Context: an optimization exercise on an open-source flow, tuned for small area and a short achievable clock period. The choices shown serve that exercise and are no tape-out recipe.
RTL that was checked went through simulation tests only; none was proved equivalent to the original.
No activity file was given, so power comes from the tool's default toggle rates.

==> trial 36 <==
==> flow/design.v (excerpt) <==
module addrgen_top (
  input  wire logic                 clk_i,
  input  wire logic                 rst_ni,
  input  wire logic                 start_i,
  input  wire logic                 enable_i,
  input  wire addrgen_pkg::addr_t   base_addr_i,
  input  wire addrgen_pkg::trans_t  trans_size_i,
  input  wire addrgen_pkg::len_t    line_length_i,
  input  wire addrgen_pkg::stride_t line_stride_i,
  input  wire addrgen_pkg::len_t    feat_length_i,
  input  wire addrgen_pkg::stride_t feat_stride_i,
  input  wire addrgen_pkg::len_t    feat_roll_i,
  input  wire logic                 loop_outer_i,
  output addrgen_pkg::addr_t        addr_o,
  output addrgen_pkg::strb_t        strb_o,
  output logic                      first_o,
  output logic                      last_o,
  output logic                      word_update_o,
  output logic                      line_update_o,
  output logic                      feat_update_o,
  output logic                      busy_o,
  output logic                      done_o
);
Settings: LEC_CHECK=0, CAP_MARGIN=20, CORE_MARGIN=2, CORE_UTILIZATION=60, CTS_BUF_LIST=sky130_fd_sc_hd__clkbuf_8, CTS_CLUSTER_DIAMETER=100, CTS_CLUSTER_SIZE=16, SETUP_SLACK_MARGIN=2.5, SLEW_MARGIN=20; clock period 5.5 ns.
standard.sh (not shown) runs the stock make flow with config.mk's settings and CLKGATE_MAP_FILE= SYNTH_SCRIPT=/design/flow/synth_recipe.tcl, a recipe that flattens the netlist after the stock synthesis.
==> flow/flow/run.sh <==
#!/bin/bash
# standard layout with small port buffers; full output in standard.log
export BUFFER_PORTS_ARGS="-buffer_cell sky130_fd_sc_hd__buf_1"
bash standard.sh > standard.log 2>&1
==> trial 4: changes against trial 36 <==
--- a/flow/design.v
+++ b/flow/design.v
@@ -63,25 +63,24 @@
   logic [16:0] jump_q;        
   logic        jump_done_q;   
   logic [15:0] fstride_q;
   logic [9:0]  line_len_q, feat_len_q, roll_len_q;
   logic        line_big_q, feat_big_q, roll_big_q;
   logic        outer_q;
-  logic        mis_q;         
-  logic        first_q;       
   logic [15:0] rem_q;         
   logic [9:0]  wcnt_q;        
   logic [9:0]  lcnt_q;        
   logic [9:0]  rcnt_q;        
   logic        wlast_q;       
   logic        llast_q;       
   logic        rlast_q;       
   logic mis, first, step, count_en, feat_step;
   logic [9:0] wcnt_d, lcnt_d, rcnt_d;
-  assign mis       = mis_q;
-  assign first     = first_q;
+  assign mis       = (base_q[1:0] != 2'b00) | (jump_q[1:0] != 2'b00) |
+                     (fstride_q[1:0] != 2'b00);
+  assign first     = (wcnt_q == {9'd0, ~mis});
   assign step      = enable_i & busy_q & ~start_q;
   assign count_en  = step & ~(mis & first);
   assign feat_step = step & wlast_q & llast_q;
   assign wcnt_d = (start_q | wlast_q) ? {9'd0, ~mis} : wcnt_q + 10'd1;
   assign lcnt_d = (start_q | llast_q) ? 10'd1 : lcnt_q + 10'd1;
   assign rcnt_d = (start_q | rlast_q) ? 10'd1 : rcnt_q + 10'd1;
@@ -91,69 +90,51 @@
   assign add_a = ({32{sa_addr_q}}   & addr_q) |
                  ({32{sa_fstart_q}} & fstart_q) |
                  ({32{sa_base_q}}   & base_q);
   assign add_b = ({32{sb_four_q}}    & 32'd4) |
                  ({32{sb_jump_q}}    & {{15{jump_q[16]}}, jump_q}) |
                  ({32{sb_fstride_q}} & {{16{fstride_q[15]}}, fstride_q});
-  logic c2_q;
-  assign sum[1:0] = add_a[1:0] + add_b[1:0];
-  logic [30:0] pg_p [0:5];
-  logic [30:0] pg_g [0:5];
-  assign pg_p[0] = {add_a[31:2] ^ add_b[31:2], 1'b0};
-  assign pg_g[0] = {add_a[31:2] & add_b[31:2], c2_q};
+  logic [31:0] pg_p [0:5];
+  logic [31:0] pg_g [0:5];
+  assign pg_p[0] = add_a ^ add_b;
+  assign pg_g[0] = add_a & add_b;
   for (genvar k = 0; k < 5; k++) begin : g_lvl
-    for (genvar i = 0; i < 31; i++) begin : g_bit
+    for (genvar i = 0; i < 32; i++) begin : g_bit
       if (((i >> k) & 1) == 1) begin : g_op
         localparam int J = ((i >> k) << k) - 1;
         assign pg_g[k+1][i] = pg_g[k][i] | (pg_p[k][i] & pg_g[k][J]);
         assign pg_p[k+1][i] = pg_p[k][i] & pg_p[k][J];
       end else begin : g_pass
         assign pg_g[k+1][i] = pg_g[k][i];
         assign pg_p[k+1][i] = pg_p[k][i];
       end
     end
   end
-  assign sum[31:2] = pg_p[0][30:1] ^ pg_g[5][29:0];
+  assign sum = pg_p[0] ^ {pg_g[5][30:0], 1'b0};
   logic wlast_n, llast_n, rlast_n, fend_n, base_n;
   assign wlast_n = ~line_big_q & (wcnt_d == line_len_q);
   assign llast_n = (start_q | wlast_q) ? (~feat_big_q & (lcnt_d == feat_len_q)) : llast_q;
   assign rlast_n = (start_q | (wlast_q & llast_q)) ? (~roll_big_q & (rcnt_d == roll_len_q))
                                                    : rlast_q;
   assign fend_n  = wlast_n & llast_n;
   assign base_n  = ~outer_q & rlast_n;
-  logic       sa_addr_m, sa_fstart_m, sa_base_m, sb_four_m, sb_jump_m, sb_fstride_m;
-  logic [1:0] fstart_lo_m, a_lo_m, b_lo_m;
-  assign sa_addr_m    = ~fend_n;
-  assign sa_fstart_m  = fend_n & ~base_n;
-  assign sa_base_m    = fend_n & base_n;
-  assign sb_four_m    = ~wlast_n;
-  assign sb_jump_m    = wlast_n & ~llast_n;
-  assign sb_fstride_m = fend_n & (outer_q ~^ rlast_n);
-  assign fstart_lo_m  = (start_q | (wlast_q & llast_q)) ? sum[1:0] : fstart_q[1:0];
-  assign a_lo_m = ({2{sa_addr_m}}   & sum[1:0]) |
-                  ({2{sa_fstart_m}} & fstart_lo_m) |
-                  ({2{sa_base_m}}   & base_q[1:0]);
-  assign b_lo_m = ({2{sb_jump_m}}    & jump_q[1:0]) |
-                  ({2{sb_fstride_m}} & fstride_q[1:0]);
   always_ff @(posedge clk_i) begin
     if (start_i) begin
       sa_addr_q    <= 1'b0;
       sa_fstart_q  <= 1'b0;
       sa_base_q    <= 1'b1;
       sb_four_q    <= 1'b0;
       sb_jump_q    <= 1'b0;
       sb_fstride_q <= 1'b0;
-      c2_q         <= 1'b0;   
     end else if (start_q || step) begin
-      sa_addr_q    <= sa_addr_m;
-      sa_fstart_q  <= sa_fstart_m;
-      sa_base_q    <= sa_base_m;
-      sb_four_q    <= sb_four_m;
-      sb_jump_q    <= sb_jump_m;
-      sb_fstride_q <= sb_fstride_m;
-      c2_q         <= (a_lo_m[1] & b_lo_m[1]) | ((a_lo_m[1] | b_lo_m[1]) & a_lo_m[0] & b_lo_m[0]);
+      sa_addr_q    <= ~fend_n;
+      sa_fstart_q  <= fend_n & ~base_n;
+      sa_base_q    <= fend_n & base_n;
+      sb_four_q    <= ~wlast_n;
+      sb_jump_q    <= wlast_n & ~llast_n;
+      sb_fstride_q <= fend_n & (outer_q ~^ rlast_n);
     end
   end
   always_ff @(posedge clk_i or negedge rst_ni) begin
     if (!rst_ni) begin
       start_q <= 1'b0;
       busy_q  <= 1'b0;
@@ -177,13 +158,12 @@
       line_big_q <= line_big_d;
       feat_len_q <= feat_length_i[9:0];
       feat_big_q <= feat_big_d;
       roll_len_q <= {feat_roll_i[9:1], feat_roll_i[0] | (roll_zero_d & loop_outer_i)};
       roll_big_q <= roll_big_d;
       outer_q    <= loop_outer_i;
-      mis_q      <= mis_d;
     end
   end
   always_ff @(posedge clk_i) begin
     if (start_i) begin
       rem_q <= trans_size_i;
     end else if (count_en) begin
@@ -212,13 +192,12 @@
       fstart_q <= sum;
     end
   end
   always_ff @(posedge clk_i) begin
     if (start_q || step) begin
       wcnt_q  <= wcnt_d;
-      first_q <= (wcnt_d == {9'd0, ~mis});
       wlast_q <= wlast_n;
     end
     if (start_q || (step && wlast_q)) begin
       lcnt_q  <= lcnt_d;
       llast_q <= llast_n;
     end
Settings changed: CTS_CLUSTER_DIAMETER 100 to default, CTS_CLUSTER_SIZE 16 to 30, SETUP_SLACK_MARGIN 2.5 to 2.0.
==> build 65: changes against trial 36 <==
--- a/flow/design.v
+++ b/flow/design.v
@@ -63,99 +63,39 @@
   logic [16:0] jump_q;        
   logic        jump_done_q;   
   logic [15:0] fstride_q;
   logic [9:0]  line_len_q, feat_len_q, roll_len_q;
   logic        line_big_q, feat_big_q, roll_big_q;
   logic        outer_q;
-  logic        mis_q;         
-  logic        first_q;       
   logic [15:0] rem_q;         
   logic [9:0]  wcnt_q;        
   logic [9:0]  lcnt_q;        
   logic [9:0]  rcnt_q;        
   logic        wlast_q;       
   logic        llast_q;       
   logic        rlast_q;       
   logic mis, first, step, count_en, feat_step;
   logic [9:0] wcnt_d, lcnt_d, rcnt_d;
-  assign mis       = mis_q;
-  assign first     = first_q;
+  assign mis       = (base_q[1:0] != 2'b00) | (jump_q[1:0] != 2'b00) |
+                     (fstride_q[1:0] != 2'b00);
+  assign first     = (wcnt_q == {9'd0, ~mis});
   assign step      = enable_i & busy_q & ~start_q;
   assign count_en  = step & ~(mis & first);
   assign feat_step = step & wlast_q & llast_q;
   assign wcnt_d = (start_q | wlast_q) ? {9'd0, ~mis} : wcnt_q + 10'd1;
   assign lcnt_d = (start_q | llast_q) ? 10'd1 : lcnt_q + 10'd1;
   assign rcnt_d = (start_q | rlast_q) ? 10'd1 : rcnt_q + 10'd1;
-  logic        sa_addr_q, sa_fstart_q, sa_base_q;    
-  logic        sb_four_q, sb_jump_q, sb_fstride_q;   
+  logic        sel_feat, use_base, add_fstride;
   logic [31:0] add_a, add_b, sum;
-  assign add_a = ({32{sa_addr_q}}   & addr_q) |
-                 ({32{sa_fstart_q}} & fstart_q) |
-                 ({32{sa_base_q}}   & base_q);
-  assign add_b = ({32{sb_four_q}}    & 32'd4) |
-                 ({32{sb_jump_q}}    & {{15{jump_q[16]}}, jump_q}) |
-                 ({32{sb_fstride_q}} & {{16{fstride_q[15]}}, fstride_q});
-  logic c2_q;
-  assign sum[1:0] = add_a[1:0] + add_b[1:0];
-  logic [30:0] pg_p [0:5];
-  logic [30:0] pg_g [0:5];
-  assign pg_p[0] = {add_a[31:2] ^ add_b[31:2], 1'b0};
-  assign pg_g[0] = {add_a[31:2] & add_b[31:2], c2_q};
-  for (genvar k = 0; k < 5; k++) begin : g_lvl
-    for (genvar i = 0; i < 31; i++) begin : g_bit
-      if (((i >> k) & 1) == 1) begin : g_op
-        localparam int J = ((i >> k) << k) - 1;
-        assign pg_g[k+1][i] = pg_g[k][i] | (pg_p[k][i] & pg_g[k][J]);
-        assign pg_p[k+1][i] = pg_p[k][i] & pg_p[k][J];
-      end else begin : g_pass
-        assign pg_g[k+1][i] = pg_g[k][i];
-        assign pg_p[k+1][i] = pg_p[k][i];
-      end
-    end
-  end
-  assign sum[31:2] = pg_p[0][30:1] ^ pg_g[5][29:0];
-  logic wlast_n, llast_n, rlast_n, fend_n, base_n;
-  assign wlast_n = ~line_big_q & (wcnt_d == line_len_q);
-  assign llast_n = (start_q | wlast_q) ? (~feat_big_q & (lcnt_d == feat_len_q)) : llast_q;
-  assign rlast_n = (start_q | (wlast_q & llast_q)) ? (~roll_big_q & (rcnt_d == roll_len_q))
-                                                   : rlast_q;
-  assign fend_n  = wlast_n & llast_n;
-  assign base_n  = ~outer_q & rlast_n;
-  logic       sa_addr_m, sa_fstart_m, sa_base_m, sb_four_m, sb_jump_m, sb_fstride_m;
-  logic [1:0] fstart_lo_m, a_lo_m, b_lo_m;
-  assign sa_addr_m    = ~fend_n;
-  assign sa_fstart_m  = fend_n & ~base_n;
-  assign sa_base_m    = fend_n & base_n;
-  assign sb_four_m    = ~wlast_n;
-  assign sb_jump_m    = wlast_n & ~llast_n;
-  assign sb_fstride_m = fend_n & (outer_q ~^ rlast_n);
-  assign fstart_lo_m  = (start_q | (wlast_q & llast_q)) ? sum[1:0] : fstart_q[1:0];
-  assign a_lo_m = ({2{sa_addr_m}}   & sum[1:0]) |
-                  ({2{sa_fstart_m}} & fstart_lo_m) |
-                  ({2{sa_base_m}}   & base_q[1:0]);
-  assign b_lo_m = ({2{sb_jump_m}}    & jump_q[1:0]) |
-                  ({2{sb_fstride_m}} & fstride_q[1:0]);
-  always_ff @(posedge clk_i) begin
-    if (start_i) begin
-      sa_addr_q    <= 1'b0;
-      sa_fstart_q  <= 1'b0;
-      sa_base_q    <= 1'b1;
-      sb_four_q    <= 1'b0;
-      sb_jump_q    <= 1'b0;
-      sb_fstride_q <= 1'b0;
-      c2_q         <= 1'b0;   
-    end else if (start_q || step) begin
-      sa_addr_q    <= sa_addr_m;
-      sa_fstart_q  <= sa_fstart_m;
-      sa_base_q    <= sa_base_m;
-      sb_four_q    <= sb_four_m;
-      sb_jump_q    <= sb_jump_m;
-      sb_fstride_q <= sb_fstride_m;
-      c2_q         <= (a_lo_m[1] & b_lo_m[1]) | ((a_lo_m[1] | b_lo_m[1]) & a_lo_m[0] & b_lo_m[0]);
-    end
-  end
+  assign sel_feat    = start_q | (wlast_q & llast_q);
+  assign use_base    = start_q | (~outer_q & rlast_q);
+  assign add_fstride = ~start_q & (outer_q ~^ rlast_q);
+  assign add_a = ~sel_feat ? addr_q : (use_base ? base_q : fstart_q);
+  assign add_b = ~sel_feat ? (wlast_q ? {{15{jump_q[16]}}, jump_q} : 32'd4)
+                           : (add_fstride ? {{16{fstride_q[15]}}, fstride_q} : 32'd0);
+  assign sum   = add_a + add_b;
   always_ff @(posedge clk_i or negedge rst_ni) begin
     if (!rst_ni) begin
       start_q <= 1'b0;
       busy_q  <= 1'b0;
       done_q  <= 1'b0;
     end else begin
@@ -177,13 +117,12 @@
       line_big_q <= line_big_d;
       feat_len_q <= feat_length_i[9:0];
       feat_big_q <= feat_big_d;
       roll_len_q <= {feat_roll_i[9:1], feat_roll_i[0] | (roll_zero_d & loop_outer_i)};
       roll_big_q <= roll_big_d;
       outer_q    <= loop_outer_i;
-      mis_q      <= mis_d;
     end
   end
   always_ff @(posedge clk_i) begin
     if (start_i) begin
       rem_q <= trans_size_i;
     end else if (count_en) begin
@@ -212,22 +151,21 @@
       fstart_q <= sum;
     end
   end
   always_ff @(posedge clk_i) begin
     if (start_q || step) begin
       wcnt_q  <= wcnt_d;
-      first_q <= (wcnt_d == {9'd0, ~mis});
-      wlast_q <= wlast_n;
+      wlast_q <= ~line_big_q & (wcnt_d == line_len_q);
     end
     if (start_q || (step && wlast_q)) begin
       lcnt_q  <= lcnt_d;
-      llast_q <= llast_n;
+      llast_q <= ~feat_big_q & (lcnt_d == feat_len_q);
     end
     if (start_q || feat_step) begin
       rcnt_q  <= rcnt_d;
-      rlast_q <= rlast_n;
+      rlast_q <= ~roll_big_q & (rcnt_d == roll_len_q);
     end
   end
   logic [3:0] lead_mask;
   assign lead_mask = 4'b1111 << addr_q[1:0];
   always_comb begin
     strb_o = 4'b1111;
==> flow/run.sh (new file) <==
#!/bin/bash
# synth_recipe.tcl (not shown) runs the flow's synth.tcl, then flattens the netlist and writes it again
# the make line also repeats each setting of config.mk as NAME=value (left out here)
make -C /OpenROAD-flow-scripts/flow DESIGN_CONFIG=/design/flow/config.mk WORK_HOME=/design/flow/orfs CLKGATE_MAP_FILE= SYNTH_SCRIPT=/design/flow/synth_recipe.tcl finish
Settings changed: ABC_CLOCK_PERIOD_IN_PS from default to 2500, CTS_BUF_LIST sky130_fd_sc_hd__clkbuf_8 to default, CTS_CLUSTER_DIAMETER 100 to default, CTS_CLUSTER_SIZE 16 to default, SETUP_SLACK_MARGIN 2.5 to 2.0.
removed: flow/flow/run.sh
removed: flow/standard.sh
==> results.yml <==
run_status:
  status: "complete, no violations"
pwr:
  comb-power_uw: 553
clocking:
  numCtsBuffers: 18
placement:
  place_hpwl_um: 16400
  placed_area_mm2: 0.0120
  placed_cells: 1281
grt:
  grt_max_degree: 66
timing:
  fin_crit_ns: 3.27
# the run above: trial 36

==> results.yml <==
pwr:
  comb-power_uw: 467
placement:
  placed_cells: 1259
  place_hpwl_um: 16800
clocking:
  numCtsBuffers: 37
grt:
  grt_max_degree: 57
run_status:
  status: "complete, no violations"
timing:
  fin_crit_ns: 3.33
# the run above: trial 4

==> results.yml <==
run_status:
  status: "complete, no violations"
clocking:
  numCtsBuffers: 24
timing:
  fin_crit_ns: 3.71
grt:
  grt_max_degree: 72
placement:
  place_hpwl_um: 17000
  placed_area_mm2: 0.0131
  placed_cells: 1331
pwr:
  comb-power_uw: 822
# the run above: build 65

For trial 4, only the layout was checked, not whether the RTL still works.

==> static timing again, ports no longer ideal <==
How much do the figures lean on ideal ports? The routed layouts below were timed once more, with nothing changed but the port constraints. Step 1 sets driving cells, clkbuf_16 on the clock port and buf_2 on the other inputs (assumed; they add their load-dependent delay and slew). Step 2, shift: input delay + t, output delay - t, t = (earliest + latest rising clock arrival at the registers) / 2. This alone moves slack from input paths to output paths. a / b / c = ideal / step 1 / step 2; a / b = the first two.
run	t, ns	setup slack, ns	hold WS [ns]	worst setup path at the end	worst data-port slew with drivers (ns)
trial 36	0.552	2.226 / 2.226 / 2.226	0.381 / 0.364 / 0.491	register to register	0.04
trial 4	0.560	2.167 / 2.154 / 1.838	0.376 / 0.360 / 0.503	input to register	0.06
build 65	0.555	1.789 / 1.789 / 1.789	0.474 / 0.474 / 0.474	register to register	0.05
After both steps setup and hold are still met in every run listed. The setup slack of trial 4, which loses most, moves by -0.013 ns with the drivers and by -0.329 ns with both steps.
